This design comes from an exercise in tuning for small area on the open sky130 flow, not from production work.
Where RTL was checked, it was by simulation tests only, not by an equivalence proof against the original.
Power is estimated from default activity; no workload was simulated.

P:
// mem_responder
module mem_responder #(
  parameter int unsigned AW      = 8,
  parameter int unsigned DEPTH   = 256,
  parameter int unsigned LATENCY = 1
) (
  input  logic          clk,
  input  logic          rst,
  input  logic          if_req,
  input  logic [AW-1:0] if_addr,
  output logic          if_gnt,
  output logic          if_rvalid,
  output logic [31:0]   if_rdata,
  input  logic          d_req,
  input  logic          d_we,
  input  logic [1:0]    d_size,
  input  logic          d_signed,
  input  logic [AW-1:0] d_addr,
  input  logic [31:0]   d_wdata,
  output logic          d_gnt,
  output logic          d_rvalid,
  output logic [31:0]   d_rdata,
  output logic          d_err,
  output logic          busy
);
For scale: roughly 4400 cells after synthesis, ~130 I/O pins.
==> flow/config.mk <==
export PLATFORM = sky130hd
export DESIGN_NAME = mem_responder
export DESIGN_NICKNAME = mem_responder
export VERILOG_FILES = /design/flow/design.v
export SDC_FILE = /design/flow/constraint.sdc
export NUM_CORES = 8
export LEC_CHECK = 0
export CAP_MARGIN = 20
export CELL_PAD_IN_SITES_DETAIL_PLACEMENT = 0
export CELL_PAD_IN_SITES_GLOBAL_PLACEMENT = 0
export CORE_MARGIN = 2
export CORE_UTILIZATION = 60
export CTS_CLUSTER_DIAMETER = 60
export CTS_CLUSTER_SIZE = 30
export GPL_TIMING_DRIVEN = 0
export PLACE_DENSITY = 0.7
export SLEW_MARGIN = 20
export SYNTH_HIERARCHICAL = 1
export SYNTH_MINIMUM_KEEP_SIZE = 0
==> flow/constraint.sdc <==
create_clock -name core_clock -period 8.0 [get_ports {clk}]
set_input_delay 1.6000 -clock core_clock [delete_from_list [all_inputs] [get_ports {clk}]]
set_output_delay 1.6000 -clock core_clock [all_outputs]
set_load 0.01 [all_outputs]
standard.sh (not shown) runs the stock make flow with config.mk's settings and CLKGATE_MAP_FILE= SYNTH_SCRIPT=/design/flow/synth_recipe.tcl, a recipe that flattens the netlist after the stock synthesis.
==> flow/flow/run.sh <==
#!/bin/bash
# Layout flow: the standard flow (standard.sh, unchanged synthesis), with two changes to
# how the layout is built:
#   - ports are buffered with sky130_fd_sc_hd__buf_2 instead of the cell buffer_ports picks
#     by default (a delay cell);
#   - clock tree synthesis runs with the standard arguments plus -dont_use_dummy_load.
# Each tool's full output stays in the ORFS logs under orfs/logs; this script's own output
# goes to flow_run.log.
set -euo pipefail
export BUFFER_PORTS_ARGS="-buffer_cell sky130_fd_sc_hd__buf_2"
export CTS_ARGS="-sink_clustering_enable -repair_clock_nets -sink_clustering_size 30 -sink_clustering_max_diameter 60 -dont_use_dummy_load"
bash standard.sh > flow_run.log 2>&1
## Diff of input files: Q against P
diff --git a/flow/design.v b/flow/design.v
--- a/flow/design.v
+++ b/flow/design.v
@@ -95,60 +95,70 @@
       addr_q   <= in_addr;
       size_q   <= d_size;
       signed_q <= d_signed;
       ri_e     <= 5'((7'(in_pe) + 7'd1) >> 1);
       ri_o     <= 5'((7'(in_po) + 7'd1) >> 1);
       r1_e     <= ~in_pe[0];
       r1_o     <= ~in_po[0];
     end
   end
   logic h0;    
   assign h0 = addr_q[1];
   logic        wr;
-  logic [3:0]  be;
+  logic [3:0]  be, ben;
   logic [5:0]  wpos;
+  logic [7:0]  wa, wb;    
   logic [31:0] xq;    
   assign wr   = st_q & (s1 | s2 | s3);
   assign wpos = addr_q[7:2] + ph + 6'd1;
   always_comb begin
     case (size_q)
       2'b00:   be = 4'b0001 << addr_q[1:0];
       2'b01:   be = addr_q[1] ? 4'b1100 : 4'b0011;
       default: be = 4'b1111;
     endcase
+    ben = ~be;
+    for (int i = 0; i < 8; i++) begin
+      wa[i] = (wpos[2:0] == 3'(i));
+      wb[i] = (wpos[5:3] == 3'(i)) & wr;
+    end
   end
   logic [15:0] ring_e [64];
   logic [15:0] ring_o [64];
   logic [15:0] nxt_e [64];
   logic [15:0] nxt_o [64];
   for (genvar j = 0; j < 64; j++) begin : g_stage
     if (is_wport(j)) begin : g_port
-      logic hit;
-      logic [3:0] sel;
-      assign hit = wr & (wpos == 6'(j));
-      assign sel = {4{hit}} & be;
+      logic hit, hitn;
+      logic [3:0] sel, seln;
+      assign hit  = wa[j % 8] & wb[j / 8];
+      assign hitn = ~hit;
+      for (genvar b = 0; b < 4; b++) begin : g_sel
+        mem_responder_nor2  u_s  (.a(hitn), .b(ben[b]), .y(sel[b]));
+        mem_responder_nand2 u_sn (.a(hit), .b(be[b]), .y(seln[b]));
+      end
       for (genvar b = 0; b < 2; b++) begin : g_byte
         for (genvar k = 0; k < 8; k++) begin : g_bit
           mem_responder_oai22 u_e (
             .a1(ring_e[(j + 63) % 64][8*b+k]),
             .a2(sel[b]),
             .b1(xq[8*b+k] ^ ~inv_stage(j)),
-            .b2(~sel[b]),
+            .b2(seln[b]),
             .y (nxt_e[j][8*b+k])
           );
           mem_responder_oai22 u_o (
             .a1(ring_o[(j + 63) % 64][8*b+k]),
             .a2(sel[2+b]),
             .b1(xq[16+8*b+k] ^ ~inv_stage(j)),
-            .b2(~sel[2+b]),
+            .b2(seln[2+b]),
             .y (nxt_o[j][8*b+k])
           );
         end
       end
     end else begin : g_pass
       assign nxt_e[j] = ring_e[(j + 63) % 64];
       assign nxt_o[j] = ring_o[(j + 63) % 64];
     end
   end
   always_ff @(posedge clk) begin
     for (int j = 0; j < 64; j++) begin
       ring_e[j] <= nxt_e[j];
@@ -283,24 +293,31 @@
   input  logic c2,
   output logic y
 );
   assign y = ~((a1 & a2) | (b1 & b2) | (c1 & c2));
 endmodule
 module mem_responder_nor2 (
   input  logic a,
   input  logic b,
   output logic y
 );
   assign y = ~(a | b);
 endmodule
+module mem_responder_nand2 (
+  input  logic a,
+  input  logic b,
+  output logic y
+);
+  assign y = ~(a & b);
+endmodule
 module mem_responder_nand4 (
   input  logic a,
   input  logic b,
   input  logic c,
   input  logic d,
   output logic y
 );
   assign y = ~(a & b & c & d);
 endmodule
 module mem_responder_or3b (
   input  logic a,
   input  logic b,
--- outcome ---
- Q finished every step from synthesis to the final layout, and the layout passed the timing, design-rule and antenna checks.
- Non-clock buffer count was lower in Q than in P.
- Between P and Q, maximum frequency decreased.
- Taking P as the reference, in Q clock network fraction of total power essentially unchanged, cell count went down, sum of net half-perimeters after detailed placement -2.0%.
- Q vs P — placed standard-cell area dropped by a few percent
No functional check of the RTL was part of P.

========
== v6 ==
mem_responder, a different RTL version from the one above (not shown whole).
Size: ~4200 cells after synthesis, about 130 I/O pins, about 0.056 mm² of cells after synthesis.
Settings: LEC_CHECK=0, CAP_MARGIN=20, CELL_PAD_IN_SITES_DETAIL_PLACEMENT=0, CELL_PAD_IN_SITES_GLOBAL_PLACEMENT=0, CORE_MARGIN=2, CORE_UTILIZATION=75, CTS_CLUSTER_DIAMETER=60, CTS_CLUSTER_SIZE=30, GPL_TIMING_DRIVEN=0, PLACE_DENSITY=0.85, SLEW_MARGIN=20, SYNTH_HIERARCHICAL=1, SYNTH_MINIMUM_KEEP_SIZE=0; clock period 8.0 ns.
==> flow/flow/run.sh <==
#!/bin/bash
# Layout flow: the standard flow (standard.sh, unchanged synthesis), with two changes to
# how the layout is built:
#   - ports are buffered with sky130_fd_sc_hd__buf_1 instead of the cell buffer_ports picks
#     by default (a delay cell);
#   - clock tree synthesis runs with the standard arguments plus -dont_use_dummy_load.
# Each tool's full output stays in the ORFS logs under orfs/logs; this script's own output
# goes to flow_run.log.
set -euo pipefail
export BUFFER_PORTS_ARGS="-buffer_cell sky130_fd_sc_hd__buf_1"
export CTS_ARGS="-sink_clustering_enable -repair_clock_nets -sink_clustering_size 30 -sink_clustering_max_diameter 60 -dont_use_dummy_load"
bash standard.sh > flow_run.log 2>&1
What v7 does differently from v6 at the input level:
--- a/flow/design.v
+++ b/flow/design.v
@@ -174,15 +174,20 @@
       pa_o[i] = (ri_o[1:0] == 2'(i));
     end
     for (int i = 0; i < 8; i++) begin
       pb_e[i] = (ri_e[4:2] == 3'(i)) & en_e;
       pb_o[i] = (ri_o[4:2] == 3'(i)) & en_o;
     end
-    for (int i = 0; i < NR; i++) begin
-      rsel_e[i] = (pa_e[i % 4] & pb_e[i / 4]) ^ inv_stage(2 * i + 1);
-      rsel_o[i] = (pa_o[i % 4] & pb_o[i / 4]) ^ inv_stage(2 * i + 1);
+  end
+  for (genvar i = 0; i < NR; i++) begin : g_rsel
+    if (inv_stage(2 * i + 1)) begin : g_n
+      mem_responder_nand2 u_e (.a(pa_e[i % 4]), .b(pb_e[i / 4]), .y(rsel_e[i]));
+      mem_responder_nand2 u_o (.a(pa_o[i % 4]), .b(pb_o[i / 4]), .y(rsel_o[i]));
+    end else begin : g_p
+      mem_responder_and2 u_e (.a(pa_e[i % 4]), .b(pb_e[i / 4]), .y(rsel_e[i]));
+      mem_responder_and2 u_o (.a(pa_o[i % 4]), .b(pb_o[i / 4]), .y(rsel_o[i]));
     end
   end
   for (genvar k = 0; k < 16; k++) begin : g_rbit
     logic [NR-1:0] fe, fo;
     for (genvar i = 0; i < NR; i++) begin : g_in
       assign fe[i] = ring_e[2*i+1][k];
@@ -209,25 +214,28 @@
       .c1(k_hi_e), .c2(net_e[k]), .d1(k_hi_o), .d2(net_o[k]), .y(xq_d[16+k])
     );
   end
   always_ff @(posedge clk) xq <= xq_d;
   logic [31:0] rword;
   logic        byte_q, word_q, a0, sb, sbx, sbb;
-  logic        c_lo, c_lob, c_mid, c_up;
+  logic        c_lo, c_lob, c_mid, c_up, k_sel7, k_sx, k_sb;
   for (genvar k = 0; k < 16; k++) begin : g_rw
     mem_responder_ao221 u_lo (.a1(~h0), .a2(net_e[k]), .b1(h0), .b2(net_o[k]), .c(xq[k]),
                               .y(rword[k]));
     mem_responder_ao221 u_hi (.a1(h0), .a2(net_e[k]), .b1(~h0), .b2(net_o[k]), .c(xq[16+k]),
                               .y(rword[16+k]));
   end
   assign byte_q = (size_q == 2'b00);
   assign word_q = size_q[1];
   assign a0     = addr_q[0];
-  assign sb     = (byte_q & ~a0) ? rword[7] : rword[15];
-  assign sbb    = ~zero_q & byte_q & signed_q & sb;     
-  assign sbx    = ~zero_q & ~word_q & signed_q & sb;    
+  assign k_sel7 = byte_q & ~a0;                        
+  assign k_sb   = ~zero_q & byte_q & signed_q;          
+  assign k_sx   = ~zero_q & ~word_q & signed_q;         
+  assign sb     = k_sel7 ? rword[7] : rword[15];
+  mem_responder_and2 u_sbb (.a(sb), .b(k_sb), .y(sbb));
+  mem_responder_and2 u_sbx (.a(sb), .b(k_sx), .y(sbx));
   assign c_lo   = ~zero_q & ~(byte_q & a0);             
   assign c_lob  = ~zero_q & byte_q & a0;                
   assign c_mid  = ~zero_q & ~byte_q;                    
   assign c_up   = ~zero_q & word_q;                     
   assign if_rvalid = s2 & fetch_q;
   assign d_rvalid  = s2 & ~fetch_q;
@@ -316,12 +324,19 @@
   input  logic a,
   input  logic b,
   output logic y
 );
   assign y = ~(a & b);
 endmodule
+module mem_responder_and2 (
+  input  logic a,
+  input  logic b,
+  output logic y
+);
+  assign y = a & b;
+endmodule
 module mem_responder_nand4 (
   input  logic a,
   input  logic b,
   input  logic c,
   input  logic d,
   output logic y
==> comparison <==
[v7 vs v6] worst-margin pin slew: lower in v7
Min worst hold slack across v6 and v7: v7
Looking at v6 and v7, the xor-xnor portion of the synthesized cell area is a wash.
For die area, v7 and v6 come out practically identical.
Compared to v6, v7 has via count 225 lower.
[compare] base=v6 new=v7: final worst setup slack has increased, cell area has decreased.
Compared v7 vs v6, and final-layout fill cell count is up in v7.
Taking v6 as 1.0, v7 lands at 0.835 on non-clock buffer instance count of the final layout.
[v7 vs v6] share of cell area taken by flip-flops and latches: higher in v7
Summary of v7 over v6: total power of the final layout went down about 0.64%; proportion of total power due to net switching went down.
The RTL of v6 was laid out without a check of its function.

[separate check: timing with driven ports]
No port has a modelled driver above. Below, the same layouts with a new extraction and two added sets of constraints.
Step 1, drivers: a clkbuf_16 drives clk and a buf_2 each remaining input, both assumed.
Step 2 moves the port delays by t, midway between the first and last clock arrival at a register: inputs arrive t later, outputs are due t later. That takes back most of the time a late clock gives input paths.
Three values: no drivers, after step 1, after step 2; two values: the first two.
run	t, ns	slack for setup (ns)	latest minus earliest clock arrival (ns)	worst slew at a driven data input, ns
P	0.773	0.541 / 0.471 / 1.244	0.071 / 0.072	0.04
Q	0.781	0.367 / 0.295 / 1.076	0.076 / 0.076	0.04
v6	0.742	0.175 / 0.101 / 0.844	0.053 / 0.053	0.16
v7	0.748	0.961 / 0.889 / 1.637	0.095 / 0.095	0.16
After both steps setup and hold are still met in every run listed.
